Context: an optimization exercise on an open-source flow, tuned for small area. The choices shown serve that exercise and are no tape-out recipe.
The RTL was checked by simulation tests, not by an equivalence proof against the original design.
No driver is modelled on the clock port, so clocking that relies on it looks cheaper here than on a real chip.
Power figures rest on the tool's default switching activity, not on a simulated workload.

File: flow/run.sh
#!/bin/bash
# The standard layout (standard.sh) with buf_1 port buffers, hold repair
# with plain buffers only, and CTS without dummy loads.
set -euo pipefail
export IN_BUF_CELL=sky130_fd_sc_hd__buf_1
export PRE_GLOBAL_PLACE_TCL=$PWD/flow/pre_gpl.tcl
export BUFFER_PORTS_ARGS="-outputs -buffer_cell sky130_fd_sc_hd__buf_1"
export CTS_ARGS="-sink_clustering_enable -repair_clock_nets -dont_use_dummy_load -sink_clustering_size 34 -sink_clustering_max_diameter 70"
export PRE_CTS_TCL=$PWD/flow/no_dly.tcl
export PRE_GLOBAL_ROUTE_TCL=$PWD/flow/no_dly.tcl
export PRE_DETAIL_ROUTE_TCL=$PWD/flow/no_dly.tcl
bash standard.sh finish > standard_flow.log 2>&1
File: design.v
`default_nettype none
package l2_pkg;
    localparam int NTIO    = 4;
    localparam int NPOL    = 2;
    localparam int NSECT   = 12;
    localparam int NREGION = 4;
    localparam int NSLOT   = 6;
    localparam int META_W = 64;
    localparam int TRIG_W = 8;
    localparam int SLOT_W = 8;
    localparam int LF_BIT  = 6;
    localparam int AUX_BIT = 7;
    localparam int MASK_LF_LSB = NPOL*NSECT + 2;
    localparam int SECT_BITS = NSECT*NREGION;
endpackage
`default_nettype wire
`default_nettype none
module delay_line #(
    parameter int WIDTH = 1,
    parameter int DEPTH = 1
) (
    input  wire              clk_i,
    input  wire              arst_n_i,
    input  wire  [WIDTH-1:0] d_i,
    output logic [WIDTH-1:0] q_o
);
    logic [WIDTH-1:0] stage_q [DEPTH];
    always_ff @(posedge clk_i or negedge arst_n_i) begin
        if (!arst_n_i) begin
            for (int i = 0; i < DEPTH; i++) begin
                stage_q[i] <= '0;
            end
        end else begin
            stage_q[0] <= d_i;
            for (int i = 1; i < DEPTH; i++) begin
                stage_q[i] <= stage_q[i-1];
            end
        end
    end
    assign q_o = stage_q[DEPTH-1];
endmodule
`default_nettype wire
`default_nettype none
module rf_coincidence
(
    input  wire  logic                          clk_i,
    input  wire  logic                          arst_n_i,
    input  wire  logic [l2_pkg::META_W-1:0]     meta_rev_i,
    input  wire  logic [l2_pkg::META_W-1:0]     meta_fwd_i,
    input  wire  logic [l2_pkg::NSECT-1:0]      sector_mask_i,
    input  wire  logic                          logictype_i,
    output logic [l2_pkg::NSECT-1:0]            sector_hit_o,
    output logic                                pol_trig_o
);
    localparam int NSECT   = l2_pkg::NSECT;
    localparam int NREGION = l2_pkg::NREGION;
    localparam int NSLOT   = l2_pkg::NSLOT;
    localparam int SLOT_W  = l2_pkg::SLOT_W;
    localparam int SB      = l2_pkg::SECT_BITS;
    logic [SB-1:0] map_lo_d,     map_hi_d;
    logic [SB-1:0] map_lo_q,     map_hi_q;
    logic [SB-1:0] map_lo_qq,    map_hi_qq;
    logic [SB-1:0] stretch_lo_q, stretch_hi_q;
    logic [SB-1:0] high_rot;
    logic [SB-1:0] mask_bits;
    logic [SB-1:0] coinc_d;
    logic [SB-1:0] coinc_q;
    always_comb begin
        for (int i = 0; i < NSECT; i++) begin
            if (i < NSLOT) begin
                map_lo_d[NREGION*i +: NREGION] = meta_rev_i[SLOT_W*(NSLOT-1-i) +: NREGION];
                map_hi_d[NREGION*i +: NREGION] = meta_rev_i[SLOT_W*(NSLOT-1-i) + NREGION +: NREGION];
            end else begin
                map_lo_d[NREGION*i +: NREGION] = meta_fwd_i[SLOT_W*(i-NSLOT) +: NREGION];
                map_hi_d[NREGION*i +: NREGION] = meta_fwd_i[SLOT_W*(i-NSLOT) + NREGION +: NREGION];
            end
        end
    end
    assign high_rot = {stretch_hi_q[NREGION-1:0], stretch_hi_q[SB-1:NREGION]};
    always_comb begin
        for (int i = 0; i < NSECT; i++) begin
            mask_bits[NREGION*i +: NREGION] = {NREGION{sector_mask_i[i]}};
        end
    end
    assign coinc_d = (logictype_i ? (stretch_lo_q | high_rot)
                                  : (stretch_lo_q & high_rot)) & ~mask_bits;
    always_ff @(posedge clk_i or negedge arst_n_i) begin
        if (!arst_n_i) begin
            map_lo_q     <= '0;
            map_hi_q     <= '0;
            map_lo_qq    <= '0;
            map_hi_qq    <= '0;
            stretch_lo_q <= '0;
            stretch_hi_q <= '0;
            coinc_q      <= '0;
        end else begin
            map_lo_q     <= map_lo_d;
            map_hi_q     <= map_hi_d;
            map_lo_qq    <= map_lo_q;
            map_hi_qq    <= map_hi_q;
            stretch_lo_q <= map_lo_q | map_lo_qq;
            stretch_hi_q <= map_hi_q | map_hi_qq;
            coinc_q      <= coinc_d;
        end
    end
    always_comb begin
        for (int i = 0; i < NSECT; i++) begin
            sector_hit_o[i] = |coinc_q[NREGION*i +: NREGION];
        end
    end
    assign pol_trig_o = |coinc_q;
endmodule
`default_nettype wire
`default_nettype none
module sector_scaler
(
    input  wire  logic                                 clk_i,
    input  wire  logic                                 arst_n_i,
    input  wire  logic [l2_pkg::NPOL*l2_pkg::NSECT-1:0] sector_hit_i,
    output logic [l2_pkg::NPOL*l2_pkg::NSECT-1:0]       leveltwo_o
);
    logic [l2_pkg::NPOL*l2_pkg::NSECT-1:0] hit_q;
    logic [l2_pkg::NPOL*l2_pkg::NSECT-1:0] hit_qq;
    always_ff @(posedge clk_i or negedge arst_n_i) begin
        if (!arst_n_i) begin
            hit_q      <= '0;
            hit_qq     <= '0;
            leveltwo_o <= '0;
        end else begin
            hit_q      <= sector_hit_i;
            hit_qq     <= hit_q;
            leveltwo_o <= hit_q & ~hit_qq;
        end
    end
endmodule
`default_nettype wire
`default_nettype none
module trigger_combiner
(
    input  wire  logic                                   clk_i,
    input  wire  logic                                   arst_n_i,
    input  wire  logic [l2_pkg::NPOL-1:0]                pol_trig_i,
    input  wire  logic [l2_pkg::NTIO*l2_pkg::TRIG_W-1:0] tio_trig_i,
    input  wire  logic                                   rf_en_i,
    input  wire  logic [1:0]                             lf_mask_i,
    input  wire  logic                                   holdoff_i,
    input  wire  logic                                   dead_i,
    output logic [l2_pkg::NPOL-1:0]                      mie_o,
    output logic [1:0]                                   lf_o,
    output logic                                         aux_o,
    output logic                                         trig_o,
    output logic                                         levelthree_o
);
    localparam int POR_LEN = 4;
    localparam int NPOL    = l2_pkg::NPOL;
    localparam int NTIO    = l2_pkg::NTIO;
    localparam int TRIG_W  = l2_pkg::TRIG_W;
    localparam int LF_BIT  = l2_pkg::LF_BIT;
    localparam int AUX_BIT = l2_pkg::AUX_BIT;
    logic [POR_LEN-1:0] por_q;
    logic               por_done;
    logic [NPOL-1:0]    leveltwo_q;
    logic [2:0]         side_d;
    logic [2:0]         side_q;
    logic [2:0]         side_dly;
    logic               trig_q;
    assign por_done = por_q[POR_LEN-1];
    always_comb begin
        side_d[2] = 1'b0;
        for (int t = 0; t < NTIO; t++) begin
            side_d[2] = side_d[2] | tio_trig_i[TRIG_W*t + AUX_BIT];
        end
        side_d[0] = (tio_trig_i[TRIG_W*0 + LF_BIT] | tio_trig_i[TRIG_W*2 + LF_BIT]) & rf_en_i & ~lf_mask_i[0];
        side_d[1] = (tio_trig_i[TRIG_W*1 + LF_BIT] | tio_trig_i[TRIG_W*3 + LF_BIT]) & rf_en_i & ~lf_mask_i[1];
    end
    always_ff @(posedge clk_i or negedge arst_n_i) begin
        if (!arst_n_i) begin
            por_q      <= '0;
            leveltwo_q <= '0;
            side_q     <= '0;
            trig_q     <= 1'b0;
        end else begin
            por_q      <= {por_q[POR_LEN-2:0], 1'b1};
            leveltwo_q <= pol_trig_i & {NPOL{por_done & rf_en_i}};
            side_q     <= side_d;
            trig_q     <= ~holdoff_i & ~dead_i
                          & (side_dly[2] | (|side_dly[1:0]) | (|leveltwo_q));
        end
    end
    delay_line #(
        .WIDTH (3),
        .DEPTH (2)
    ) u_side_dly (
        .clk_i    (clk_i),
        .arst_n_i (arst_n_i),
        .d_i      (side_q),
        .q_o      (side_dly)
    );
    assign trig_o       = trig_q;
    assign levelthree_o = trig_q;
    assign mie_o = leveltwo_q & {NPOL{~holdoff_i}};
    assign lf_o  = side_dly[1:0] & {2{~holdoff_i}};
    assign aux_o = side_dly[2] & ~holdoff_i;
endmodule
`default_nettype wire
`default_nettype none
module leveltwo_top
#(
    parameter int META_DELAY = 4
) (
    input  wire  logic                                    clk_i,
    input  wire  logic                                    arst_n_i,
    input  wire  logic [l2_pkg::NTIO*l2_pkg::TRIG_W-1:0]  tio_trig_i,
    input  wire  logic [l2_pkg::NTIO*l2_pkg::META_W-1:0]  tio_meta_i,
    input  wire  logic                                    holdoff_i,
    input  wire  logic                                    dead_i,
    input  wire  logic                                    logictype_i,
    input  wire  logic                                    rf_en_i,
    input  wire  logic [l2_pkg::MASK_LF_LSB+1:0]          mask_i,
    output logic [l2_pkg::NTIO*l2_pkg::META_W-1:0]        tio_meta_o,
    output logic [l2_pkg::NPOL*l2_pkg::NSECT-1:0]         leveltwo_o,
    output logic [l2_pkg::NPOL-1:0]                       mie_o,
    output logic [1:0]                                    lf_o,
    output logic                                          aux_o,
    output logic                                          levelthree_o,
    output logic                                          trig_o
);
    localparam int NTIO        = l2_pkg::NTIO;
    localparam int NSECT       = l2_pkg::NSECT;
    localparam int NPOL        = l2_pkg::NPOL;
    localparam int NREGION     = l2_pkg::NREGION;
    localparam int NSLOT       = l2_pkg::NSLOT;
    localparam int SLOT_W      = l2_pkg::SLOT_W;
    localparam int META_W      = l2_pkg::META_W;
    localparam int TRIG_W      = l2_pkg::TRIG_W;
    localparam int LF_BIT      = l2_pkg::LF_BIT;
    localparam int AUX_BIT     = l2_pkg::AUX_BIT;
    localparam int MASK_LF_LSB = l2_pkg::MASK_LF_LSB;
    localparam int MW          = NTIO*META_W;
    localparam int NS          = NPOL*NSECT;
    logic [META_DELAY-1:0] por_q;
    always_ff @(posedge clk_i or negedge arst_n_i) begin
        if (!arst_n_i) por_q <= '0;
        else           por_q <= {por_q[META_DELAY-2:0], 1'b1};
    end
    logic [MW-1:0] meta_q [META_DELAY];
    always_ff @(posedge clk_i) begin
        meta_q[0] <= tio_meta_i;
        for (int i = 1; i < META_DELAY; i++) begin
            meta_q[i] <= meta_q[i-1];
        end
    end
    assign tio_meta_o = meta_q[META_DELAY-1] & {MW{por_q[META_DELAY-1]}};
    logic [MW-1:0]   m2, m3;
    logic [NS-1:0]   mask_q;
    logic            logictype_q;
    logic [NS-1:0]   hit_d;
    logic [NS-1:0]   hit_q, hit_qq;
    assign m2 = meta_q[2];
    assign m3 = tio_meta_o;
    always_ff @(posedge clk_i) begin
        mask_q      <= mask_i[NS-1:0];
        logictype_q <= logictype_i;
    end
    for (genvar p = 0; p < NPOL; p++) begin : g_pol
        for (genvar s = 0; s < NSECT; s++) begin : g_sect
            localparam int SH     = (s + 1) % NSECT;
            localparam int LO_LSB = (s < NSLOT)
                ? META_W*((p == 0) ? 0 : 3) + SLOT_W*(NSLOT-1-s)
                : META_W*((p == 0) ? 1 : 2) + SLOT_W*(s-NSLOT);
            localparam int HI_LSB = NREGION + ((SH < NSLOT)
                ? META_W*((p == 0) ? 0 : 3) + SLOT_W*(NSLOT-1-SH)
                : META_W*((p == 0) ? 1 : 2) + SLOT_W*(SH-NSLOT));
            logic [NREGION-1:0] lo, hi, coinc;
            assign lo    = m2[LO_LSB +: NREGION] | m3[LO_LSB +: NREGION];
            assign hi    = m2[HI_LSB +: NREGION] | m3[HI_LSB +: NREGION];
            assign coinc = logictype_q ? (lo | hi) : (lo & hi);
            assign hit_d[NSECT*p + s] = (|coinc) & por_q[2] & ~mask_q[NSECT*p + s];
        end
    end
    always_ff @(posedge clk_i) begin
        hit_q  <= hit_d;
        hit_qq <= hit_q;
    end
    always_ff @(posedge clk_i or negedge arst_n_i) begin
        if (!arst_n_i) leveltwo_o <= '0;
        else           leveltwo_o <= hit_q & ~hit_qq & {NS{por_q[0]}};
    end
    logic [NPOL-1:0] pol_q;
    logic [2:0]      side_d;
    logic [2:0]      side_q, side_q2, side_q3;
    logic            trig_q;
    always_comb begin
        side_d[2] = 1'b0;
        for (int t = 0; t < NTIO; t++) begin
            side_d[2] = side_d[2] | tio_trig_i[TRIG_W*t + AUX_BIT];
        end
        side_d[0] = (tio_trig_i[TRIG_W*0 + LF_BIT] | tio_trig_i[TRIG_W*2 + LF_BIT]) & rf_en_i & ~mask_i[MASK_LF_LSB];
        side_d[1] = (tio_trig_i[TRIG_W*1 + LF_BIT] | tio_trig_i[TRIG_W*3 + LF_BIT]) & rf_en_i & ~mask_i[MASK_LF_LSB+1];
    end
    always_ff @(posedge clk_i or negedge arst_n_i) begin
        if (!arst_n_i) begin
            pol_q   <= '0;
            side_q  <= '0;
            side_q2 <= '0;
            side_q3 <= '0;
            trig_q  <= 1'b0;
        end else begin
            pol_q[0] <= (|hit_d[NSECT-1:0])  & por_q[META_DELAY-1] & rf_en_i;
            pol_q[1] <= (|hit_d[NS-1:NSECT]) & por_q[META_DELAY-1] & rf_en_i;
            side_q   <= side_d;
            side_q2  <= side_q;
            side_q3  <= side_q2;
            trig_q   <= ~holdoff_i & ~dead_i & ((|side_q3) | (|pol_q));
        end
    end
    assign trig_o       = trig_q;
    assign levelthree_o = trig_q;
    assign mie_o        = pol_q & {NPOL{~holdoff_i}};
    assign lf_o         = side_q3[1:0] & {2{~holdoff_i}};
    assign aux_o        = side_q3[2] & ~holdoff_i;
endmodule
`default_nettype wire
File: flow/no_dly.tcl
# repair hold with plain buffers rather than the large delay cells
set_dont_use [get_lib_cells {sky130_fd_sc_hd__dlygate* sky130_fd_sc_hd__clkdlybuf* sky130_fd_sc_hd__dlymetal*}]
File: flow/pre_gpl.tcl
# as the timing-driven standard flow does, drop synthesis buffers first
remove_buffers
# inputs get their own port buffer cell; outputs are buffered by the
# standard buffer_ports call (BUFFER_PORTS_ARGS in run.sh)
buffer_ports -inputs -buffer_cell $::env(IN_BUF_CELL)
File: constraint.sdc
create_clock -name core_clock -period 3.0 [get_ports {clk_i}]
set_input_delay 0.6000 -clock core_clock [delete_from_list [all_inputs] [get_ports {clk_i}]]
set_output_delay 0.6000 -clock core_clock [all_outputs]
set_load 0.01 [all_outputs]
File: config.mk
export PLATFORM = sky130hd
export DESIGN_NAME = leveltwo_top
export DESIGN_NICKNAME = leveltwo_top
export VERILOG_FILES = /design/flow/design.v
export SDC_FILE = /design/flow/constraint.sdc
export NUM_CORES = 4
export LEC_CHECK = 0
export CAP_MARGIN = 10
export CORE_MARGIN = 2
export CORE_UTILIZATION = 66
export GPL_TIMING_DRIVEN = 0
export SLEW_MARGIN = 10
File: standard.sh
#!/bin/bash
# synth_recipe.tcl (not shown) runs the flow's synth.tcl, then flattens the netlist and writes it again
# the make line also repeats each setting of config.mk as NAME=value (left out here)
make -C /OpenROAD-flow-scripts/flow DESIGN_CONFIG=/design/flow/config.mk WORK_HOME=/design/flow/orfs CLKGATE_MAP_FILE= SYNTH_SCRIPT=/design/flow/synth_recipe.tcl "${@:-finish}"
==> run summary, run 1 <==
WP data required: 3.48 ns
Combinational power share: 4.3%
Most frequent cell after synthesis: dfxtp_1
Vias in the first global route: 14400
Worst min path class: input pin to asynchronous set/reset pin
Initial DRC Count: 789
GR Overflow Total: 0
Power, Total: 0.0236 W
FMAX: 343 MHz
1st-pass router iterations: 4
Post-layout nets: 2722
Worst Path Max Fanout: 69
Switching pwr: 0.00486 W
Finished Core Util: 76.3%
DP HPWL: 41800 µm
Least-Margin Pin Slew: 0.791 ns
DRC: 0
Gp weighted congestion: 0.842
Reg2Reg Setup Slack: 0.09 ns
R2r endpoint: pol_q[1]$_DFF_PN0_
Switching Fraction: 20.6%
TritonCTS Buffers: 39
VDD IR-drop max: 0.000583 V
Die Span Y: 208 µm
Worst EP arrival: 3.39 ns
WS Path Type: flop to flop
FILL cells: 2636
CTS clock-pin slew for the worst setup and hold paths: 0.12 ns
Mapped cell area: 0.0275 mm²
Post-synth EDFFs: 0
Outcome: complete, no violations
CTS sink cnt: 1137
Post-synth net total: 2140
Port Buffers: 582
Worst relative slew slack: 47.3%
Vias/cell: 5.03
First-pass GRT wire length: 83700 µm
Startpoint Class: flop
Register area share after synthesis: 83.5%
Die area: 0.0433 mm²
Top cells by count, synth: dfxtp_1 (1097), and2_1 (244), o32ai_1 (63), a21oi_1 (52), nor4_1 (42)
Synthesized flop and latch total: 1137
Maximum Capacitance Violations: 0
Ys async rst share: 3.52%
Initial Util: 67.0%
Final setup violating endpoints: 0
Initial antenna violation count: 20
Lkg Pwr: 12.5 nW
Via count: 14800
Setup Skew: 0.0198 ns
Synth top area share: 79.9%
Area leader, netlist: dfxtp_1
Cell Pwr Density: 753 mW/mm²
Final period utilization: 97.1%
Clock network latency to the later pin of the worst-skew pair: 0.58 ns
Fraction of layout cells with a size suffix above 1: 3.54%
# rows: 74
Worst R2R Path Depth: 8
RSZ-0062 raised after global routing: false
Critical R2R Launch: por_q[3]$_DFF_PN0_
Pint: 0.0187 W
CTS tree: done
Crit path time final: 2.91 ns
Top post-synthesis cells by area: dfxtp_1 (80%), and2_1 (5.6%), dfrtp_1 (3.6%), o32ai_1 (2.0%), o32a_1 (1.2%)
Final hold viol count: 0
Wire length per cell: 19.7 µm
Post-DRT Antenna Nets: 0
Num ports: 609
GR Util All Layers: 25.9%
DRT Wirelength: 57900 µm
Pins Over Slew Limit: 0
Area Growth Syn to Fin: 13.8%
Setup crit end kind: flop
Primary FF master, synth: dfxtp_1
Distinct cells, synth: 36
Core ar.: 0.0410 mm²
Die width: 208 µm
Mean Syn Cell Area: 15.1 µm²
Syn Inst Count: 1818
Largest net degree at the start of global routing: 94
Yosys warns: 2
Sequential Power Share: 68.7%
Clock power share: 27.0%
[worst max-delay path: stages (launching register included)]
cell	delay [ns]
dfrtp_4	0.53
buf_1	0.14
buf_12	0.19
and2_1	0.21
o32ai_2	0.23
nand2_1	0.08
o41a_1	0.47
or4_1	0.60
o311a_1	0.31
[layer usage]
| layer | GRT usage [%] | share of wire, % | vias to the layer above |
|---|---|---|---|
| met5 | 0 | 0.12 | - |
| met4 | 11.2 | 3.5 | 10 |
| met3 | 9.04 | 8.5 | 96 |
| met2 | 45.4 | 50 | 452 |
| met1 | 28.4 | 37 | 7021 |
| li1 | - | - | 7227 |
[kinds of logic after synthesis]
family                 synth area share (%)
flip-flops                             83.5
AND/OR/NAND/NOR                        9.05
AO/OA/AOI/OAI                          6.11
buffers and inverters                  1.32
other                                0.0136
[sequential cells by signal, indices dropped and copies added (netlist names)]
register / cells
leveltwo_o: 24
meta_q: 1024
side_q: 3
side_q2: 3
hit_qq: 24
trig_q: 1
logictype_q: 1
mask_q: 24
side_q3: 3
pol_q: 2
hit_q: 24
por_q: 4
[power groups by stage]
stage	Sequential (W)	Clock, W	Combinational, W
after detailed placement	0.0165	0	0.000990
after CTS	0.0162	0.00649	0.00101
after floorplan	0.0164	0	0.000556
after global placement	0.0166	0	0.000931
after global routing	0.0163	0.00696	0.00111
final	0.0162	0.00635	0.00102
[through the flow]
stage                     cell area [µm²]  worst slack, ns  hold slack [ns]  instances  setup TNS, ns
after CTS                           31200           0.0510           0.0506       2928              0
after detailed placement            30200           -0.523            0.312       2883         -0.732
after global routing                31300          0.00220           0.0589       2941              0
final                               31300           0.0869           0.0895       2944              0
after floorplan                     27500            0.638            0.304       1818              0
after global placement              30000            -7.62            0.310       2878       -1078.73
[final cells by class]
| cell class | instances | area (µm²) | area share, % |
|---|---|---|---|
| Timing Repair Buffer | 595 | 2370 | 7.58 |
| Inverter | 14 | 56.3 | 0.180 |
| Tap cell | 532 | 666 | 2.13 |
| Clock buffer | 39 | 976 | 3.12 |
| Sequential cell | 1137 | 23000 | 73.4 |
| Multi-Input combinational cell | 613 | 4220 | 13.5 |
| Antenna cell | 14 | 35.0 | 0.112 |
[how the worst max path moves through the flow]
stage / startpoint / endpoint / cells after the start
detailed placement: por_q[3]$_DFF_PN0_ / pol_q[0]$_DFF_PN0_ / 6
floorplan: por_q[3]$_DFF_PN0_ / tio_meta_o[100] / 6
global placement: por_q[3]$_DFF_PN0_ / pol_q[0]$_DFF_PN0_ / 6
finish: por_q[3]$_DFF_PN0_ / pol_q[1]$_DFF_PN0_ / 8
CTS: por_q[3]$_DFF_PN0_ / pol_q[1]$_DFF_PN0_ / 8
global route: por_q[3]$_DFF_PN0_ / pol_q[0]$_DFF_PN0_ / 7
[repair_timing]
item	CTS	global route
resized for setup	7	6
endpoints found under the setup margin	29	2
pin swaps	0	1
hold buffers	1	0
cloned	0	1
buffers inserted	5	1
endpoints found under the hold margin	20	0
[placed cells by master (no fill, tap or decap), types with 10 or more instances in the layout]
cell	synthesis	routed
dfxtp_1	1097	1096
nor2b_1	21	21
nor2_1	12	12
nor4_1	42	42
o32ai_1	63	59
and3b_1	23	23
o21ai_0	34	34
inv_1	13	12
or2_2	10	10
a21oi_1	52	52
nand2_1	15	15
dfrtp_1	40	38
and2_4	14	14
o32a_1	32	32
buf_1	0	585
o41a_1	14	14
clkbuf_16	0	40
and2_1	244	244
diode_2	0	14
==> run 2, diff against run 1 <==
--- a/config.mk
+++ b/config.mk
@@ -7,6 +7,6 @@
 export LEC_CHECK = 0
 export CAP_MARGIN = 10
 export CORE_MARGIN = 2
-export CORE_UTILIZATION = 66
+export CORE_UTILIZATION = 70
 export GPL_TIMING_DRIVEN = 0
 export SLEW_MARGIN = 10
==> run summary, run 2 <==
Outcome: complete, no violations
Post-layout nets: 2719
Placed Area: 0.0301 mm²
Finished Core Util: 80.6%
Final hold viol count: 0
TritonCTS Buffers: 40
Final period utilization: 95.8%
Die Span Y: 202 µm
Port Buffers: 582
Final setup violating endpoints: 0
DRC: 0
Proportion of synthesized area in mux cells: 0%
Combinational family with the most area after synthesis: simple AND/OR/NAND/NOR gates
WP data required: 3.49 ns
Most frequent cells in the layout: dfxtp_1 (1096), buf_1 (583), and2_1 (244)
Worst min path class: input pin to flop
Hold Path Stages: 1
Area leader, netlist: dfxtp_1
DP HPWL: 41800 µm
Top post-synthesis cells by area: dfxtp_1 (80%), and2_1 (5.6%), dfrtp_1 (3.6%), o32ai_1 (2.0%), o32a_1 (1.2%)
Distinct cells, synth: 36
Area Growth Syn to Fin: 13.6%
Pins Over Slew Limit: 0
Post-synth net total: 2140
Num ports: 609
Ys async rst share: 3.52%
Post-synth EDFFs: 0
Register area share after synthesis: 83.5%
CTS tree: done
Fraction of layout cells with a size suffix above 1: 3.38%
Initial Util: 71.0%
Worst relative slew slack: 45.6%
Largest net degree at the start of global routing: 107
Most common cell after layout, fill and taps aside: dfxtp_1
Setup crit end kind: flop
XOR/XNOR share of the synthesized area: 0%
FMAX: 348 MHz
WS Path Type: flop to flop
Post-Layout Cell Count: 2931
Worst EP arrival: 3.36 ns
GR Util All Layers: 27.6%
RSZ-0062 raised after global routing: false
Synthesized flop and latch total: 1137
Simple-gate share of the synthesized area: 9.05%
CTS sink cnt: 1137
Startpoint Class: flop
Synth Area in Compound Gates: 6.11%
Mean Syn Cell Area: 15.1 µm²
Top cells by count, synth: dfxtp_1 (1097), and2_1 (244), o32ai_1 (63), a21oi_1 (52), nor4_1 (42)
Yosys warns: 2
Number of flip-flops in the largest register: 1024
First-pass GRT wire length: 84700 µm
Worst Path Max Fanout: 95
GR Overflow Total: 0
Primary FF master, synth: dfxtp_1
VDD IR-drop max: 0.000576 V
Initial DRC Count: 862
Mapped cell area: 0.0275 mm²
Wire length per cell: 19.7 µm
Clock network latency to the later pin of the worst-skew pair: 0.59 ns
Via count: 14900
Fin area: 0.0312 mm²
Placed insts: 2868
Synth Area in Adders: 0%
Cell Pwr Density: 757 mW/mm²
Synth top area share: 79.9%
Worst R2R Path Depth: 7
Die width: 202 µm
Maximum Capacitance Violations: 0
Setup Skew: 0.0503 ns
Least-Margin Pin Slew: 0.815 ns
Gp weighted congestion: 0.855
Hold WS: 0.0854 ns
Largest Register: meta_q
Die area: 0.0409 mm²
CTS clock-pin slew for the worst setup and hold paths: 0.11 ns
Core ar.: 0.0387 mm²
Vias in the first global route: 15000
Vias/cell: 5.09
Syn Inst Count: 1818
Most frequent cell after synthesis: dfxtp_1
# rows: 72
DRT Wirelength: 57800 µm
1st-pass router iterations: 4
Crit path time final: 2.87 ns
Setup TNS: 0 ns
Initial antenna violation count: 16
Lkg Pwr: 12.5 nW
Reg2Reg Setup Slack: 0.13 ns
Post-DRT Antenna Nets: 0
## run 2: stage by stage
stage / setup slack (ns) / total power, W
3_5_place_dp: -0.885 / 0.0175
3_3_place_gp: -7.14 / 0.0175
6_report: 0.125 / 0.0236
4_1_cts: 0.0492 / 0.0238
2_1_floorplan: 0.638 / 0.0170
5_1_grt: 0.0317 / 0.0244
## run 2: cell families (layout without fill, tap and decap cells)
group           after synthesis  after routing
flops                      1137           1137
simple gates                393            393
compound gates              219            219
buf+inv                      68            645
other cells                   1             19
## run 2: final cells by class
cell class	count	area [µm²]
clock buffer	40	1000
multi-input combinational	613	4200
antenna	18	45.0
inverter	14	60.1
sequential	1137	23000
tap	518	648
timing repair buffer	591	2310
fill	2286	7500
## run 2: final timing paths
kind | from | to
max in group asynchronous | arst_n_i | leveltwo_o[8]$_DFF_PN0_
worst max register to register | por_q[3]$_DFF_PN0_ | pol_q[1]$_DFF_PN0_
worst max-delay path | por_q[3]$_DFF_PN0_ | pol_q[1]$_DFF_PN0_
worst min-delay path | tio_meta_i[46] | meta_q[0][46]$_DFF_P_
min in group asynchronous | arst_n_i | leveltwo_o[22]$_DFF_PN0_
worst min register to register | meta_q[1][63]$_DFF_P_ | meta_q[2][63]$_DFF_P_
## run 2: worst max-delay path: stages (launching register included)
cell and delay [ns]:
dfrtp_4 0.55, buf_16 0.21, and2_1 0.24, o32ai_1 0.31
nand2_1 0.15, o41a_1 0.53, a2111o_1 0.35, o311a_1 0.34
## run 2: power by group
part / internal [W] / leakage, nW / switching, W
registers: 0.0159 / 9.77 / 0.000297
clock network: 0.00243 / 0.493 / 0.00401
logic: 0.000421 / 2.20 / 0.000585
## run 2: routing by layer
layer	up-vias	track usage [%]	wire length [µm]
li1	7223	-	-
met5	-	0	30
met2	479	49.8	29500
met4	4	11.2	2120
met1	7115	30.0	21300
met3	107	8.92	4920
## run 2: repair_timing
item                       in CTS  in global routing
setup endpoints to repair      22                  2
hold buffers                    2                  0
setup buffers                   2                  1
resized for setup               8                  4
hold endpoints to repair        7                  0
==> run 3, diff against run 2 <==
--- a/flow/run.sh
+++ b/flow/run.sh
@@ -5,7 +5,7 @@
 export IN_BUF_CELL=sky130_fd_sc_hd__buf_1
 export PRE_GLOBAL_PLACE_TCL=$PWD/flow/pre_gpl.tcl
 export BUFFER_PORTS_ARGS="-outputs -buffer_cell sky130_fd_sc_hd__buf_1"
-export CTS_ARGS="-sink_clustering_enable -repair_clock_nets -dont_use_dummy_load -sink_clustering_size 34 -sink_clustering_max_diameter 70"
+export CTS_ARGS="-sink_clustering_enable -repair_clock_nets -dont_use_dummy_load -sink_clustering_size 40 -sink_clustering_max_diameter 45"
 export PRE_CTS_TCL=$PWD/flow/no_dly.tcl
 export PRE_GLOBAL_ROUTE_TCL=$PWD/flow/no_dly.tcl
 export PRE_DETAIL_ROUTE_TCL=$PWD/flow/no_dly.tcl
==> run summary, run 3 <==
Outcome: complete, no violations
Fraction of layout cells with a size suffix above 1: 4.22%
Crit path time final: 2.88 ns
Via count: 15200
Gp weighted congestion: 0.855
RSZ-0062 raised after global routing: false
CTS tree: done
Hold Path Stages: 1
Critical path's largest stage delay: 0.54 ns
Setup Skew: 0.0518 ns
GR Util All Layers: 28.7%
First-pass GRT wire length: 88100 µm
CP bufs+invs: 1
R2r endpoint: pol_q[1]$_DFF_PN0_
Critical path's slowest cell: dfrtp_4
Yosys warns: 2
Post-DRT Antenna Nets: 0
Top post-synthesis cells by area: dfxtp_1 (80%), and2_1 (5.6%), dfrtp_1 (3.6%), o32ai_1 (2.0%), o32a_1 (1.2%)
Initial Util: 71.0%
FMAX: 347 MHz
1st-pass router iterations: 5
Vias in the first global route: 15700
Worst relative slew slack: 45.2%
Final period utilization: 96.0%
Crit path from: por_q[3]$_DFF_PN0_
Cell Pwr Density: 790 mW/mm²
Mean Syn Cell Area: 15.1 µm²
Critical R2R Launch: por_q[3]$_DFF_PN0_
VDD IR-drop max: 0.000602 V
DRT Wirelength: 60500 µm
Setup crit end kind: flop
Synth top area share: 79.9%
WS Path Type: flop to flop
Combinational family with the most area after synthesis: simple AND/OR/NAND/NOR gates
Most frequent cells in the layout: dfxtp_1 (1096), buf_1 (585), and2_1 (244)
Delay-heaviest family, CP: compound AO/OA/AOI/OAI gates
Maximum Capacitance Violations: 0
WP data required: 3.50 ns
Synth Area in Compound Gates: 6.11%
Num ports: 609
DRC: 0
Setup TNS: 0 ns
Startpoint Class: flop
Die area: 0.0409 mm²
Die Span Y: 202 µm
Pins Over Slew Limit: 0
XOR/XNOR share of the synthesized area: 0%
Die width: 202 µm
Worst EP arrival: 3.38 ns
Worst R2R Path Depth: 7
Post-Layout Cell Count: 2958
Synth Area in Adders: 0%
Hold path startpoint: tio_meta_i[43]
Placed insts: 2868
CTS clock-pin slew for the worst setup and hold paths: 0.12 ns
Area Growth Syn to Fin: 15.6%
Post-synth net total: 2140
Lkg Pwr: 12.7 nW
Vias/cell: 5.13
Register area share after synthesis: 83.5%
Placed Area: 0.0301 mm²
Worst min path class: input pin to flop
Most common cell after layout, fill and taps aside: dfxtp_1
Most frequent cell after synthesis: dfxtp_1
Synthesized flop and latch total: 1137
# rows: 72
Place WS: -0.885 ns
Wire length per cell: 20.5 µm
Distinct cells, synth: 36
DP HPWL: 41800 µm
Final worst setup slack: 0.119 ns
CTS sink cnt: 1137
Least-Margin Pin Slew: 0.823 ns
Worst Path Max Fanout: 95
Largest net degree at the start of global routing: 107
GR Overflow Total: 0
Largest Register: meta_q
Port Buffers: 582
Final setup violating endpoints: 0
Initial DRC Count: 892
Fin area: 0.0318 mm²
Core ar.: 0.0387 mm²
Reg2Reg Setup Slack: 0.12 ns
Hold Path End: meta_q[0][43]$_DFF_P_
Number of flip-flops in the largest register: 1024
Syn Inst Count: 1818
Post-synth EDFFs: 0
Top cells by count, synth: dfxtp_1 (1097), and2_1 (244), o32ai_1 (63), a21oi_1 (52), nor4_1 (42)
Crit-path cells: buf_16, and2_1, o32ai_1, nand2_1, o41a_1, a2111o_1, o311a_1
Mapped cell area: 0.0275 mm²
Ys async rst share: 3.52%
TritonCTS Buffers: 61
Hold WS: 0.0312 ns
Primary FF master, synth: dfxtp_1
Simple-gate share of the synthesized area: 9.05%
Final hold viol count: 0
Initial antenna violation count: 20
Post-layout nets: 2743
Area leader, netlist: dfxtp_1
Proportion of synthesized area in mux cells: 0%
Clock network latency to the later pin of the worst-skew pair: 0.65 ns
[run 3: cell counts after synthesis]
No cell type changed its count.
[run 3: report_power, final]
part           leakage (nW)  switching [W]  internal, W
Sequential             9.77       0.000303       0.0159
Combinational          2.22       0.000600     0.000424
Clock                 0.752        0.00427      0.00359
Total                  12.7        0.00518       0.0199
[run 3: kinds of logic after synthesis]
| group | count (synthesis) |
|---|---|
| compound gates | 219 |
| flops | 1137 |
| buf+inv | 68 |
| simple gates | 393 |
| other cells | 1 |
[run 3: worst reg2reg max path: cells and delay by family (launching register included)]
kind            cells  cell delay (ns)
buf+inv             1             0.21
simple gates        2             0.48
flops               1             0.54
compound gates      4             1.55
[run 3: worst max path at each step]
stage                          to  cells past startpoint
2_1_floorplan     tio_meta_o[100]                      6
3_3_place_gp   pol_q[0]$_DFF_PN0_                      6
3_5_place_dp   pol_q[1]$_DFF_PN0_                      7
4_1_cts        pol_q[0]$_DFF_PN0_                      7
5_1_grt        pol_q[1]$_DFF_PN0_                      7
6_report       pol_q[1]$_DFF_PN0_                      7
[run 3: timing repair]
action                     in CTS  in global routing
pin swaps                       0                  0
buffers inserted                2                  2
setup endpoints to repair      25                  2
gates resized for setup         8                  3
hold buffers                    3                  0
hold endpoints to repair        8                  0
gates cloned                    0                  1
[run 3: cell type report]
class | instances | area, µm²
antenna | 21 | 52.6
clock buffer | 61 | 1530
fill | 2139 | 6950
inverter | 14 | 60.1
multi-input combinational | 613 | 4190
sequential | 1137 | 23000
tap | 518 | 648
timing repair buffer | 594 | 2340
[run 3: routing by layer]
metal	track usage, %	routed length [µm]	vias up
li1	-	-	7278
met1	31.0	22200	7272
met2	52.1	31200	518
met3	8.69	4730	119
met4	12.6	2320	2
met5	0	13	-
[run 3: metrics by stage]
| step | power [W] | util [%] |
|---|---|---|
| after floorplan | 0.0170 | - |
| after global placement | 0.0175 | 77.5 |
| after detailed placement | 0.0175 | 77.8 |
| after CTS | 0.0252 | 81.8 |
| after global routing | 0.0259 | 82.0 |
| final | 0.0251 | 82.1 |
==> run 4, diff against run 3 <==
--- a/flow/run.sh
+++ b/flow/run.sh
@@ -5,7 +5,7 @@
 export IN_BUF_CELL=sky130_fd_sc_hd__buf_1
 export PRE_GLOBAL_PLACE_TCL=$PWD/flow/pre_gpl.tcl
 export BUFFER_PORTS_ARGS="-outputs -buffer_cell sky130_fd_sc_hd__buf_1"
-export CTS_ARGS="-sink_clustering_enable -repair_clock_nets -dont_use_dummy_load -sink_clustering_size 40 -sink_clustering_max_diameter 45"
+export CTS_ARGS="-sink_clustering_enable -repair_clock_nets -dont_use_dummy_load -sink_clustering_size 37 -sink_clustering_max_diameter 60"
 export PRE_CTS_TCL=$PWD/flow/no_dly.tcl
 export PRE_GLOBAL_ROUTE_TCL=$PWD/flow/no_dly.tcl
 export PRE_DETAIL_ROUTE_TCL=$PWD/flow/no_dly.tcl
==> run summary, run 4 <==
WP data required: 3.45 ns
CTS tree: done
Pins Over Slew Limit: 0
Register area share after synthesis: 83.5%
Most frequent cell after synthesis: dfxtp_1
Ys async rst share: 3.52%
Primary FF master, synth: dfxtp_1
Num ports: 609
Worst min path class: input pin to flop
Largest Register: meta_q
Initial DRC Count: 810
Crit path time final: 2.89 ns
Post-layout nets: 2720
Post-synth EDFFs: 0
Cell Pwr Density: 758 mW/mm²
Finished Core Util: 80.7%
GR Overflow Total: 0
Post-DRT Antenna Nets: 0
DP HPWL: 41800 µm
Startpoint Class: flop
Core ar.: 0.0387 mm²
Worst R2R Path Depth: 7
TritonCTS Buffers: 41
Reg2Reg Setup Slack: 0.11 ns
Mapped cell area: 0.0275 mm²
Syn Inst Count: 1818
Via count: 14900
Fraction of layout cells with a size suffix above 1: 3.51%
Vias/cell: 5.09
Synth top area share: 79.9%
GR Util All Layers: 27.7%
FILL cells: 2258
Area Growth Syn to Fin: 13.7%
Critical R2R Launch: por_q[3]$_DFF_PN0_
Hold Path Stages: 1
R2r endpoint: pol_q[1]$_DFF_PN0_
FMAX: 346 MHz
Yosys warns: 2
Wire length per cell: 19.8 µm
DRC: 0
Die width: 202 µm
Gp weighted congestion: 0.855
Least-Margin Pin Slew: 0.804 ns
Die area: 0.0409 mm²
VDD IR-drop max: 0.000702 V
Setup Skew: 0.0470 ns
Area leader, netlist: dfxtp_1
CTS sink cnt: 1137
Initial Util: 71.0%
DRT Wirelength: 58100 µm
WS Path Type: flop to flop
Distinct cells, synth: 36
CTS clock-pin slew for the worst setup and hold paths: 0.12 ns
Initial antenna violation count: 14
Seq. cell area: 0.0230 mm²
Footprint of the multi-input gates: 0.00421 mm²
Die Span Y: 202 µm
Vias in the first global route: 14900
Mean Syn Cell Area: 15.1 µm²
First-pass GRT wire length: 84600 µm
Port Buffers: 582
Worst EP arrival: 3.33 ns
Post-synth net total: 2140
Most frequent cells in the layout: dfxtp_1 (1096), buf_1 (583), and2_1 (244)
Setup TNS: 0 ns
Fin area: 0.0313 mm²
Worst Path Max Fanout: 14
RSZ-0062 raised after global routing: false
Top cells by count, synth: dfxtp_1 (1097), and2_1 (244), o32ai_1 (63), a21oi_1 (52), nor4_1 (42)
Clock network latency to the later pin of the worst-skew pair: 0.61 ns
Final period utilization: 96.3%
Lkg Pwr: 12.5 nW
Place WS: -0.885 ns
Largest net degree at the start of global routing: 107
Outcome: complete, no violations
Synthesized flop and latch total: 1137
Worst relative slew slack: 46.4%
Hold Path End: meta_q[0][65]$_DFF_P_
Top post-synthesis cells by area: dfxtp_1 (80%), and2_1 (5.6%), dfrtp_1 (3.6%), o32ai_1 (2.0%), o32a_1 (1.2%)
Maximum Capacitance Violations: 0
Placed Area: 0.0301 mm²
Most common cell after layout, fill and taps aside: dfxtp_1
1st-pass router iterations: 5
Setup crit end kind: flop
# rows: 72
Number of flip-flops in the largest register: 1024
Hold path startpoint: tio_meta_i[65]
Final setup violating endpoints: 0
Final worst setup slack: 0.112 ns
Final hold viol count: 0
## run 4: worst max path at each step
stage	start	slack, ns	cells past startpoint	endpoint
after CTS	por_q[3]$_DFF_PN0_	0.007	7	pol_q[1]$_DFF_PN0_
after detailed placement	por_q[3]$_DFF_PN0_	-0.89	7	pol_q[1]$_DFF_PN0_
after global placement	por_q[3]$_DFF_PN0_	-7.14	6	pol_q[0]$_DFF_PN0_
final	por_q[3]$_DFF_PN0_	0.11	7	pol_q[1]$_DFF_PN0_
after global routing	por_q[3]$_DFF_PN0_	0.005	7	pol_q[1]$_DFF_PN0_
after floorplan	por_q[3]$_DFF_PN0_	0.64	6	tio_meta_o[100]
## run 4: layout make-up
type	count	share of cell area, %
repair buffers	591	7.39
diodes	16	0.128
multi-input cells	613	13.5
clock buffers	41	3.28
well taps	518	2.07
flip-flops and latches	1137	73.5
inverters	14	0.192
## run 4: worst max-delay path: stages, from the launching register on
cell,delay [ns]
dfrtp_4,0.54
buf_2,0.24
and2_1,0.21
nor4_1,0.30
a21oi_1,0.14
o41a_1,0.40
or4_1,0.59
o311a_1,0.31
## run 4: timing repair
item	4_1_cts	5_1_grt
pin swaps	0	0
hold endpoints to repair	7	0
resized for setup	8	6
setup buffers	2	1
setup endpoints to repair	22	2
hold buffers	2	0
## run 4: layer usage
layer | GRT usage, % | routed length (µm) | vias up
met4 | 11.5 | 2140 | 2
met1 | 30.6 | 21300 | 7063
met5 | 0 | 16 | -
li1 | - | - | 7230
met2 | 49.6 | 29600 | 522
met3 | 8.38 | 4940 | 103
## run 4: where the power goes
part	switching, W	leakage (nW)	internal, W
Clock	0.00401	0.505	0.00248
Combinational	0.000585	2.21	0.000422
Sequential	0.000299	9.77	0.0159
Total	0.00489	12.5	0.0188
## run 4: kinds of logic (layout without fill, tap and decap cells)
group                  Yosys count  in the layout  synth area share [%]
AOI/OAI and AO/OA              219            219                  6.11
buffers and inverters           68            646                  1.32
DFF                           1137           1137                  83.5
other                            1             17                0.0136
and+or+nand+nor                393            393                  9.05
## run 4: through the flow
| stage | total power [W] | hold WS, ns | instances |
|---|---|---|---|
| 2_1_floorplan | 0.0170 | 0.304 | 1818 |
| 3_3_place_gp | 0.0175 | 0.310 | 2864 |
| 3_5_place_dp | 0.0175 | 0.312 | 2868 |
| 4_1_cts | 0.0238 | 0.0422 | 2913 |
| 5_1_grt | 0.0245 | 0.0517 | 2924 |
| 6_report | 0.0237 | 0.0735 | 2930 |
==> run 5, diff against run 4 <==
--- a/flow/run.sh
+++ b/flow/run.sh
@@ -5,7 +5,7 @@
 export IN_BUF_CELL=sky130_fd_sc_hd__buf_1
 export PRE_GLOBAL_PLACE_TCL=$PWD/flow/pre_gpl.tcl
 export BUFFER_PORTS_ARGS="-outputs -buffer_cell sky130_fd_sc_hd__buf_1"
-export CTS_ARGS="-sink_clustering_enable -repair_clock_nets -dont_use_dummy_load -sink_clustering_size 37 -sink_clustering_max_diameter 60"
+export CTS_ARGS="-sink_clustering_enable -repair_clock_nets -dont_use_dummy_load -sink_clustering_size 34 -sink_clustering_max_diameter 70"
 export PRE_CTS_TCL=$PWD/flow/no_dly.tcl
 export PRE_GLOBAL_ROUTE_TCL=$PWD/flow/no_dly.tcl
 export PRE_DETAIL_ROUTE_TCL=$PWD/flow/no_dly.tcl
==> flow/pre_gpl.tcl (replaced) <==
# as the timing-driven standard flow does, drop synthesis buffers first
remove_buffers
# start every cell from its smallest drive strength; repair_design and
# repair_timing size up what the timing and slew limits need
set n_down 0
foreach inst [get_cells *] {
  set ref [get_property $inst ref_name]
  if {![regexp {^(sky130_fd_sc_hd__[a-z0-9]+)_([0-9]+)$} $ref -> base drive]} { continue }
  if {$drive <= 1 || [regexp {tap|conb|fill|decap|diode} $base]} { continue }
  foreach d {1 0} {
    set cand [get_lib_cells -quiet "*/${base}_$d"]
    if {[llength $cand] > 0 && ![get_property [lindex $cand 0] dont_use]} {
      replace_cell $inst [lindex $cand 0]
      incr n_down
      break
    }
  }
}
puts "downsized $n_down cells"
# inputs get their own port buffer cell; outputs are buffered by the
# standard buffer_ports call (BUFFER_PORTS_ARGS in run.sh)
buffer_ports -inputs -buffer_cell $::env(IN_BUF_CELL)
==> run summary, run 5 <==
Outcome: complete, no violations
Hold Path Stages: 1
Port Buffers: 582
GR Overflow Total: 0
1st-pass router iterations: 5
Distinct cells, synth: 36
Worst min path class: input pin to flop
Post-synth EDFFs: 0
# rows: 72
R2r endpoint: pol_q[1]$_DFF_PN0_
Largest net degree at the start of global routing: 105
Crit path time final: 2.95 ns
Register area share after synthesis: 83.5%
Fraction of layout cells with a size suffix above 1: 2.42%
Initial DRC Count: 735
Place WS: -0.883 ns
Worst Path Max Fanout: 104
Power, Total: 0.0237 W
Most frequent cell after synthesis: dfxtp_1
TritonCTS Buffers: 40
Mapped cell area: 0.0275 mm²
Yosys warns: 2
Synthesized flop and latch total: 1137
Final hold viol count: 0
FMAX: 339 MHz
Maximum Capacitance Violations: 0
Setup crit end kind: flop
Pins Over Slew Limit: 0
CTS clock-pin slew for the worst setup and hold paths: 0.12 ns
Synth top area share: 79.9%
Cell Pwr Density: 760 mW/mm²
Area leader, netlist: dfxtp_1
Top post-synthesis cells by area: dfxtp_1 (80%), and2_1 (5.6%), dfrtp_1 (3.6%), o32ai_1 (2.0%), o32a_1 (1.2%)
Post-DRT Antenna Nets: 0
DP HPWL: 42200 µm
Hold path startpoint: tio_meta_i[170]
Placed Area: 0.0301 mm²
Setup TNS: 0 ns
Final period utilization: 98.2%
Via count: 15100
Gp weighted congestion: 0.857
Critical R2R Launch: por_q[3]$_DFF_PN0_
Largest Register: meta_q
VDD IR-drop max: 0.000728 V
Ys async rst share: 3.52%
Reg2Reg Setup Slack: 0.05 ns
Post-layout nets: 2721
CTS sink cnt: 1137
Primary FF master, synth: dfxtp_1
Final worst setup slack: 0.0533 ns
GR Util All Layers: 29.0%
Setup Skew: 0.0527 ns
Initial antenna violation count: 17
Num ports: 609
Vias in the first global route: 15100
Syn Inst Count: 1818
Top cells by count, synth: dfxtp_1 (1097), and2_1 (244), o32ai_1 (63), a21oi_1 (52), nor4_1 (42)
DRC: 0
Fin area: 0.0312 mm²
RSZ-0062 raised after global routing: false
Initial Util: 71.0%
Wire length per cell: 20.8 µm
Lkg Pwr: 12.4 nW
Hold Path End: meta_q[0][170]$_DFF_P_
Core ar.: 0.0387 mm²
First-pass GRT wire length: 88100 µm
DRT Wirelength: 60800 µm
WP data required: 3.49 ns
Die width: 202 µm
Worst relative slew slack: 47.7%
Mean Syn Cell Area: 15.1 µm²
Number of flip-flops in the largest register: 1024
CTS tree: done
Clock network latency to the later pin of the worst-skew pair: 0.59 ns
Area Growth Syn to Fin: 13.4%
Startpoint Class: flop
Vias/cell: 5.16
Least-Margin Pin Slew: 0.784 ns
Most frequent cells in the layout: dfxtp_1 (1096), buf_1 (584), and2_1 (258)
Worst R2R Path Depth: 7
WS Path Type: flop to flop
Die Span Y: 202 µm
Post-synth net total: 2140
Die area: 0.0409 mm²
Most common cell after layout, fill and taps aside: dfxtp_1
Final setup violating endpoints: 0
Worst EP arrival: 3.44 ns
[run 5: cell counts after synthesis]
No cell type changed its count.
[run 5: kinds of logic (layout without fill, tap and decap cells)]
kind of cell | after synthesis | in the layout | share of synthesized area, %
flip-flops | 1137 | 1137 | 83.5
AND/OR/NAND/NOR | 393 | 393 | 9.05
AO/OA/AOI/OAI | 219 | 219 | 6.11
buffers and inverters | 68 | 647 | 1.32
other | 1 | 13 | 0.0136
[run 5: cell type report]
type	count	area, µm²
clock buffer	40	1000
sequential	1137	23000
tap	518	648
inverter	14	57.6
fill	2276	7550
multi-input combinational	613	4160
antenna	12	30.0
timing repair buffer	593	2320
[run 5: through the flow]
step	utilization, %	hold WS, ns	std cells
floorplan	-	0.304	1818
finish	80.5	0.0790	2927
detailed placement	77.7	0.312	2868
global route	80.5	0.0587	2925
global placement	77.4	0.310	2864
CTS	80.3	0.0512	2913
[run 5: layer usage]
metal	GRT usage (%)	wire length, µm	vias up
met5	0	77	-
met4	11.8	2210	10
li1	-	-	7225
met3	9.17	5080	125
met1	31.6	22200	7204
met2	52.4	31200	531
[run 5: worst max-delay path by stage]
stage                             from            endpoint  slack [ns]
floorplan           por_q[3]$_DFF_PN0_     tio_meta_o[100]        0.64
CTS                 por_q[3]$_DFF_PN0_  pol_q[1]$_DFF_PN0_       0.004
detailed placement  por_q[3]$_DFF_PN0_  pol_q[0]$_DFF_PN0_       -0.88
global placement    por_q[3]$_DFF_PN0_  pol_q[0]$_DFF_PN0_       -7.09
global route        por_q[3]$_DFF_PN0_  pol_q[1]$_DFF_PN0_       0.007
finish              por_q[3]$_DFF_PN0_  pol_q[1]$_DFF_PN0_        0.05
[run 5: where the power goes]
group	switching (W)	internal [W]	total (W)
clock network	0.00406	0.00243	0.00649
registers	0.000304	0.0159	0.0162
logic	0.000599	0.000411	0.00101
[run 5: worst max-delay path, stage by stage (launching register included)]
cell and delay, ns:
dfrtp_4 0.57, buf_16 0.24, and2_1 0.23, o32ai_1 0.30, nand2_1 0.11, o41a_1 0.54
a2111o_1 0.47, o311a_1 0.34
[run 5: repair_timing]
action | CTS | global route
endpoints found under the setup margin | 125 | 3
hold buffers | 2 | 0
resized for setup | 8 | 6
setup buffers | 3 | 2
pin swaps | 0 | 0
hold endpoints to repair | 6 | 0
gates cloned | 0 | 0
==> run 6, diff against run 5 <==
--- a/design.v
+++ b/design.v
@@ -42,73 +42,22 @@
 `default_nettype wire
 `default_nettype none
 module rf_coincidence
-(
-    input  wire  logic                          clk_i,
-    input  wire  logic                          arst_n_i,
-    input  wire  logic [l2_pkg::META_W-1:0]     meta_rev_i,
-    input  wire  logic [l2_pkg::META_W-1:0]     meta_fwd_i,
-    input  wire  logic [l2_pkg::NSECT-1:0]      sector_mask_i,
-    input  wire  logic                          logictype_i,
-    output logic [l2_pkg::NSECT-1:0]            sector_hit_o,
-    output logic                                pol_trig_o
+#(
+    parameter int NREGION = 4
+) (
+    input  wire  logic [NREGION-1:0] lo_a_i,
+    input  wire  logic [NREGION-1:0] lo_b_i,
+    input  wire  logic [NREGION-1:0] hi_a_i,
+    input  wire  logic [NREGION-1:0] hi_b_i,
+    input  wire  logic               logictype_i,
+    input  wire  logic               enable_i,
+    output logic                     hit_o
 );
-    localparam int NSECT   = l2_pkg::NSECT;
-    localparam int NREGION = l2_pkg::NREGION;
-    localparam int NSLOT   = l2_pkg::NSLOT;
-    localparam int SLOT_W  = l2_pkg::SLOT_W;
-    localparam int SB      = l2_pkg::SECT_BITS;
-    logic [SB-1:0] map_lo_d,     map_hi_d;
-    logic [SB-1:0] map_lo_q,     map_hi_q;
-    logic [SB-1:0] map_lo_qq,    map_hi_qq;
-    logic [SB-1:0] stretch_lo_q, stretch_hi_q;
-    logic [SB-1:0] high_rot;
-    logic [SB-1:0] mask_bits;
-    logic [SB-1:0] coinc_d;
-    logic [SB-1:0] coinc_q;
-    always_comb begin
-        for (int i = 0; i < NSECT; i++) begin
-            if (i < NSLOT) begin
-                map_lo_d[NREGION*i +: NREGION] = meta_rev_i[SLOT_W*(NSLOT-1-i) +: NREGION];
-                map_hi_d[NREGION*i +: NREGION] = meta_rev_i[SLOT_W*(NSLOT-1-i) + NREGION +: NREGION];
-            end else begin
-                map_lo_d[NREGION*i +: NREGION] = meta_fwd_i[SLOT_W*(i-NSLOT) +: NREGION];
-                map_hi_d[NREGION*i +: NREGION] = meta_fwd_i[SLOT_W*(i-NSLOT) + NREGION +: NREGION];
-            end
-        end
-    end
-    assign high_rot = {stretch_hi_q[NREGION-1:0], stretch_hi_q[SB-1:NREGION]};
-    always_comb begin
-        for (int i = 0; i < NSECT; i++) begin
-            mask_bits[NREGION*i +: NREGION] = {NREGION{sector_mask_i[i]}};
-        end
-    end
-    assign coinc_d = (logictype_i ? (stretch_lo_q | high_rot)
-                                  : (stretch_lo_q & high_rot)) & ~mask_bits;
-    always_ff @(posedge clk_i or negedge arst_n_i) begin
-        if (!arst_n_i) begin
-            map_lo_q     <= '0;
-            map_hi_q     <= '0;
-            map_lo_qq    <= '0;
-            map_hi_qq    <= '0;
-            stretch_lo_q <= '0;
-            stretch_hi_q <= '0;
-            coinc_q      <= '0;
-        end else begin
-            map_lo_q     <= map_lo_d;
-            map_hi_q     <= map_hi_d;
-            map_lo_qq    <= map_lo_q;
-            map_hi_qq    <= map_hi_q;
-            stretch_lo_q <= map_lo_q | map_lo_qq;
-            stretch_hi_q <= map_hi_q | map_hi_qq;
-            coinc_q      <= coinc_d;
-        end
-    end
-    always_comb begin
-        for (int i = 0; i < NSECT; i++) begin
-            sector_hit_o[i] = |coinc_q[NREGION*i +: NREGION];
-        end
-    end
-    assign pol_trig_o = |coinc_q;
+    logic [NREGION-1:0] lo, hi, coinc;
+    assign lo    = lo_a_i | lo_b_i;
+    assign hi    = hi_a_i | hi_b_i;
+    assign coinc = logictype_i ? (lo | hi) : (lo & hi);
+    assign hit_o = (|coinc) & enable_i;
 endmodule
 `default_nettype wire
 `default_nettype none
@@ -271,11 +220,17 @@
             localparam int HI_LSB = NREGION + ((SH < NSLOT)
                 ? META_W*((p == 0) ? 0 : 3) + SLOT_W*(NSLOT-1-SH)
                 : META_W*((p == 0) ? 1 : 2) + SLOT_W*(SH-NSLOT));
-            logic [NREGION-1:0] lo, hi, coinc;
-            assign lo    = m2[LO_LSB +: NREGION] | m3[LO_LSB +: NREGION];
-            assign hi    = m2[HI_LSB +: NREGION] | m3[HI_LSB +: NREGION];
-            assign coinc = logictype_q ? (lo | hi) : (lo & hi);
-            assign hit_d[NSECT*p + s] = (|coinc) & por_q[2] & ~mask_q[NSECT*p + s];
+            rf_coincidence #(
+                .NREGION (NREGION)
+            ) u_coinc (
+                .lo_a_i      (m2[LO_LSB +: NREGION]),
+                .lo_b_i      (m3[LO_LSB +: NREGION]),
+                .hi_a_i      (m2[HI_LSB +: NREGION]),
+                .hi_b_i      (m3[HI_LSB +: NREGION]),
+                .logictype_i (logictype_q),
+                .enable_i    (por_q[2] & ~mask_q[NSECT*p + s]),
+                .hit_o       (hit_d[NSECT*p + s])
+            );
         end
     end
     always_ff @(posedge clk_i) begin
@@ -286,7 +241,8 @@
         if (!arst_n_i) leveltwo_o <= '0;
         else           leveltwo_o <= hit_q & ~hit_qq & {NS{por_q[0]}};
     end
-    logic [NPOL-1:0] pol_q;
+    logic [NPOL-1:0] pol_trig;
+    logic            rf_ok_q;
     logic [2:0]      side_d;
     logic [2:0]      side_q, side_q2, side_q3;
     logic            trig_q;
@@ -300,23 +256,24 @@
     end
     always_ff @(posedge clk_i or negedge arst_n_i) begin
         if (!arst_n_i) begin
-            pol_q   <= '0;
+            rf_ok_q <= 1'b0;
             side_q  <= '0;
             side_q2 <= '0;
             side_q3 <= '0;
             trig_q  <= 1'b0;
         end else begin
-            pol_q[0] <= (|hit_d[NSECT-1:0])  & por_q[META_DELAY-1] & rf_en_i;
-            pol_q[1] <= (|hit_d[NS-1:NSECT]) & por_q[META_DELAY-1] & rf_en_i;
+            rf_ok_q  <= por_q[META_DELAY-1] & rf_en_i;
             side_q   <= side_d;
             side_q2  <= side_q;
             side_q3  <= side_q2;
-            trig_q   <= ~holdoff_i & ~dead_i & ((|side_q3) | (|pol_q));
+            trig_q   <= ~holdoff_i & ~dead_i & ((|side_q3) | (|pol_trig));
         end
     end
+    assign pol_trig[0] = (|hit_q[NSECT-1:0])  & rf_ok_q;
+    assign pol_trig[1] = (|hit_q[NS-1:NSECT]) & rf_ok_q;
     assign trig_o       = trig_q;
     assign levelthree_o = trig_q;
-    assign mie_o        = pol_q & {NPOL{~holdoff_i}};
+    assign mie_o        = pol_trig & {NPOL{~holdoff_i}};
     assign lf_o         = side_q3[1:0] & {2{~holdoff_i}};
     assign aux_o        = side_q3[2] & ~holdoff_i;
 endmodule
--- a/flow/run.sh
+++ b/flow/run.sh
@@ -5,7 +5,7 @@
 export IN_BUF_CELL=sky130_fd_sc_hd__buf_1
 export PRE_GLOBAL_PLACE_TCL=$PWD/flow/pre_gpl.tcl
 export BUFFER_PORTS_ARGS="-outputs -buffer_cell sky130_fd_sc_hd__buf_1"
-export CTS_ARGS="-sink_clustering_enable -repair_clock_nets -dont_use_dummy_load -sink_clustering_size 34 -sink_clustering_max_diameter 70"
+export CTS_ARGS="-sink_clustering_enable -repair_clock_nets -dont_use_dummy_load -sink_clustering_size 30 -sink_clustering_max_diameter 60"
 export PRE_CTS_TCL=$PWD/flow/no_dly.tcl
 export PRE_GLOBAL_ROUTE_TCL=$PWD/flow/no_dly.tcl
 export PRE_DETAIL_ROUTE_TCL=$PWD/flow/no_dly.tcl
==> flow/pre_gpl.tcl (replaced) <==
# as the timing-driven standard flow does, drop synthesis buffers first
remove_buffers
# inputs get their own port buffer cell; outputs are buffered by the
# standard buffer_ports call (BUFFER_PORTS_ARGS in run.sh)
buffer_ports -inputs -buffer_cell $::env(IN_BUF_CELL)
--- a/config.mk
+++ b/config.mk
@@ -10,3 +10,4 @@
 export CORE_UTILIZATION = 70
 export GPL_TIMING_DRIVEN = 0
 export SLEW_MARGIN = 10
+export SYNTH_HIERARCHICAL = 1
==> run summary, run 6 <==
Final period utilization: 96.2%
DRT Wirelength: 61100 µm
Critical R2R Launch: por_q[3]$_DFF_PN0_
CTS clock-pin slew for the worst setup and hold paths: 0.11 ns
CTS tree: done
Mean Syn Cell Area: 15.6 µm²
Switching Fraction: 20.8%
Number of flip-flops in the largest register: 1024
GR Util All Layers: 29.6%
Post-synth EDFFs: 0
Final hold viol count: 0
Distinct cells, synth: 25
Cell Pwr Density: 778 mW/mm²
Core ar.: 0.0378 mm²
Synthesized flop and latch total: 1136
Post-synth net total: 2046
Fraction of layout cells with a size suffix above 1: 2.70%
Syn Inst Count: 1724
Setup TNS: 0 ns
Area Growth Syn to Fin: 15.2%
Initial Util: 71.1%
Yosys warns: 8
Num ports: 609
Final setup violating endpoints: 0
Post-DRT Antenna Nets: 0
Setup Skew: 0.0375 ns
Via count: 14600
Setup crit end kind: output port
RSZ-0062 raised after global routing: false
CTS sink cnt: 1136
FMAX: 347 MHz
Ys async rst share: 3.43%
Crit path time final: 2.89 ns
Lkg Pwr: 12.3 nW
Switching pwr: 0.00501 W
WP data required: 2.40 ns
Vias in the first global route: 14800
Most frequent cells in the layout: dfxtp_1 (1096), buf_1 (580), and2_1 (257)
Primary FF master, synth: dfxtp_1
Vias/cell: 5.10
VDD IR-drop max: 0.000663 V
Synth top area share: 81.8%
Worst R2R Path Depth: 6
Sequential Power Share: 67.2%
Largest net degree at the start of global routing: 84
DP HPWL: 42100 µm
Top cells by count, synth: dfxtp_1 (1097), and2_1 (257), o32ai_1 (96), nor4_1 (54), dfrtp_1 (39)
Pins Over Slew Limit: 0
Mapped cell area: 0.0268 mm²
Gp weighted congestion: 0.817
Largest Register: meta_q
Hold path startpoint: tio_meta_i[252]
Post-layout nets: 2655
Area leader, netlist: dfxtp_1
Pint: 0.0190 W
Die area: 0.0399 mm²
Maximum Capacitance Violations: 0
Hold Path Stages: 1
Least-Margin Pin Slew: 0.803 ns
Initial DRC Count: 538
Most frequent cell after synthesis: dfxtp_1
Reg2Reg Setup Slack: 0.74 ns
Combinational power share: 4.1%
First-pass GRT wire length: 85400 µm
TritonCTS Buffers: 46
Worst min path class: input pin to flop
Most common cell after layout, fill and taps aside: dfxtp_1
Top post-synthesis cells by area: dfxtp_1 (82%), and2_1 (6.0%), dfrtp_1 (3.6%), o32ai_1 (3.1%), nor4_1 (1.3%)
DRC: 0
Clock power share: 28.7%
WS Path Type: flop to output port
Port Buffers: 582
1st-pass router iterations: 5
Die Span Y: 200 µm
Hold Path End: meta_q[0][252]$_DFF_P_
Register area share after synthesis: 85.5%
Startpoint Class: flop
GR Overflow Total: 0
Power, Total: 0.0240 W
Worst Path Max Fanout: 52
Wire length per cell: 21.4 µm
R2r endpoint: hit_q[17]$_DFF_P_
Worst EP arrival: 2.29 ns
# rows: 71
Clock network latency to the later pin of the worst-skew pair: 0.59 ns
Outcome: complete, no violations
Die width: 200 µm
Worst relative slew slack: 46.5%
Finished Core Util: 81.9%
Initial antenna violation count: 18
## run 6: cell count changes after synthesis, sizes merged, moves of 24 or more
cell | before | now
o21a | 0 | 24
nand4 | 0 | 24
o32a | 32 | 0
a21oi | 52 | 0
o32ai | 64 | 96
o21ai | 34 | 1
## run 6: per-layer routing
layer  global-route usage (%)  vias up  wire length [µm]
li1                         -     6967                 -
met2                     53.3      502             31100
met3                     10.6      157              5340
met1                     29.7     6946             21200
met5                        0        -                86
met4                     16.2       12              3290
## run 6: repair_timing
item / 4_1_cts / 5_1_grt
cloned: 1 / 1
gates resized for setup: 4 / 1
pin swaps: 0 / 0
endpoints found under the hold margin: 10 / 0
setup buffers: 2 / 0
setup endpoints to repair: 104 / 35
hold buffers: 3 / 0
## run 6: logic make-up (layout without fill, tap and decap cells)
family          Yosys count  after routing  synth area share, %
other cells               1             16               0.0140
flops                  1136           1136                 85.5
buf+inv                  33            640                0.597
compound gates          148            148                 4.57
simple gates            406            406                 9.36
## run 6: critical path, stage by stage (launching register included)
cell       delay (ns)
dfrtp_4          0.63
buf_16           0.26
bufbuf_16        0.39
and2_1           0.21
buf_1            0.18
## run 6: how the worst max path moves through the flow
stage,from,to,slack (ns),cells past startpoint
finish,por_q[3]$_DFF_PN0_,tio_meta_o[122],0.11,4
global route,por_q[3]$_DFF_PN0_,tio_meta_o[126],0.03,4
CTS,por_q[3]$_DFF_PN0_,tio_meta_o[100],0.02,4
detailed placement,por_q[3]$_DFF_PN0_,tio_meta_o[160],0.25,4
global placement,por_q[3]$_DFF_PN0_,tio_meta_o[160],-3.43,2
floorplan,logictype_q$_DFF_P_,hit_q[0]$_DFF_P_,0.35,3
## run 6: power by group through the flow
stage | clock network (W) | logic (W) | registers [W]
finish | 0.00690 | 0.000977 | 0.0162
CTS | 0.00700 | 0.000970 | 0.0162
detailed placement | 0 | 0.000927 | 0.0165
global placement | 0 | 0.000853 | 0.0165
floorplan | 0 | 0.000466 | 0.0164
global route | 0.00749 | 0.00105 | 0.0162
## run 6: layout make-up
cell class / instances / area, µm²
Sequential cell: 1136 / 22900
Fill cell: 2151 / 6840
Clock buffer: 46 / 1150
Timing Repair Buffer: 594 / 2390
Antenna cell: 15 / 37.5
Multi-Input combinational cell: 555 / 3740
Tap cell: 511 / 639
## run 6: metrics by stage
step / setup slack (ns) / instances / hold WS, ns / area [µm²]
after CTS: 0.0182 / 2841 / 0.0316 / 30800
after global routing: 0.0271 / 2851 / 0.0398 / 30900
final: 0.115 / 2857 / 0.0627 / 30900
after global placement: -3.43 / 2784 / 0.310 / 29500
after floorplan: 0.354 / 1724 / 0.304 / 26800
after detailed placement: 0.252 / 2789 / 0.312 / 29600

[what the ideal ports hide]
How much do the figures lean on ideal ports? The routed layouts below were timed once more, with nothing changed but the port constraints.
Step 1 (the two cells are an assumption about what drives the block):
set clk [get_ports {clk_i}]
set_driving_cell -lib_cell sky130_fd_sc_hd__clkbuf_16 $clk
set_driving_cell -lib_cell sky130_fd_sc_hd__buf_2 [delete_from_list [all_inputs] $clk]
Step 2, shift: input delay + t, output delay - t, t = (earliest + latest rising clock arrival at the registers) / 2. This alone moves slack from input paths to output paths.
a / b / c = ideal / step 1 / step 2; a / b = the first two.
run | shift t [ns] | setup slack, ns | worst setup path at the end | clock arrival spread, ns | cell pins on the clock port's net
run 1 | 0.630 | 0.087 / 0.087 / 0.087 | register to register | 0.028 / 0.028 | 1
run 2 | 0.621 | 0.125 / 0.125 / 0.125 | register to register | 0.057 / 0.057 | 1
run 3 | 0.672 | 0.119 / 0.069 / 0.119 | register to register | 0.078 / 0.078 | 1
run 4 | 0.635 | 0.112 / 0.112 / 0.112 | register to register | 0.049 / 0.049 | 1
run 5 | 0.623 | 0.053 / 0.053 / 0.053 | register to register | 0.067 / 0.067 | 1
run 6 | 0.643 | 0.115 / 0.060 / 0.703 | register to output | 0.062 / 0.062 | 1
After both steps every run listed still meets setup and hold.
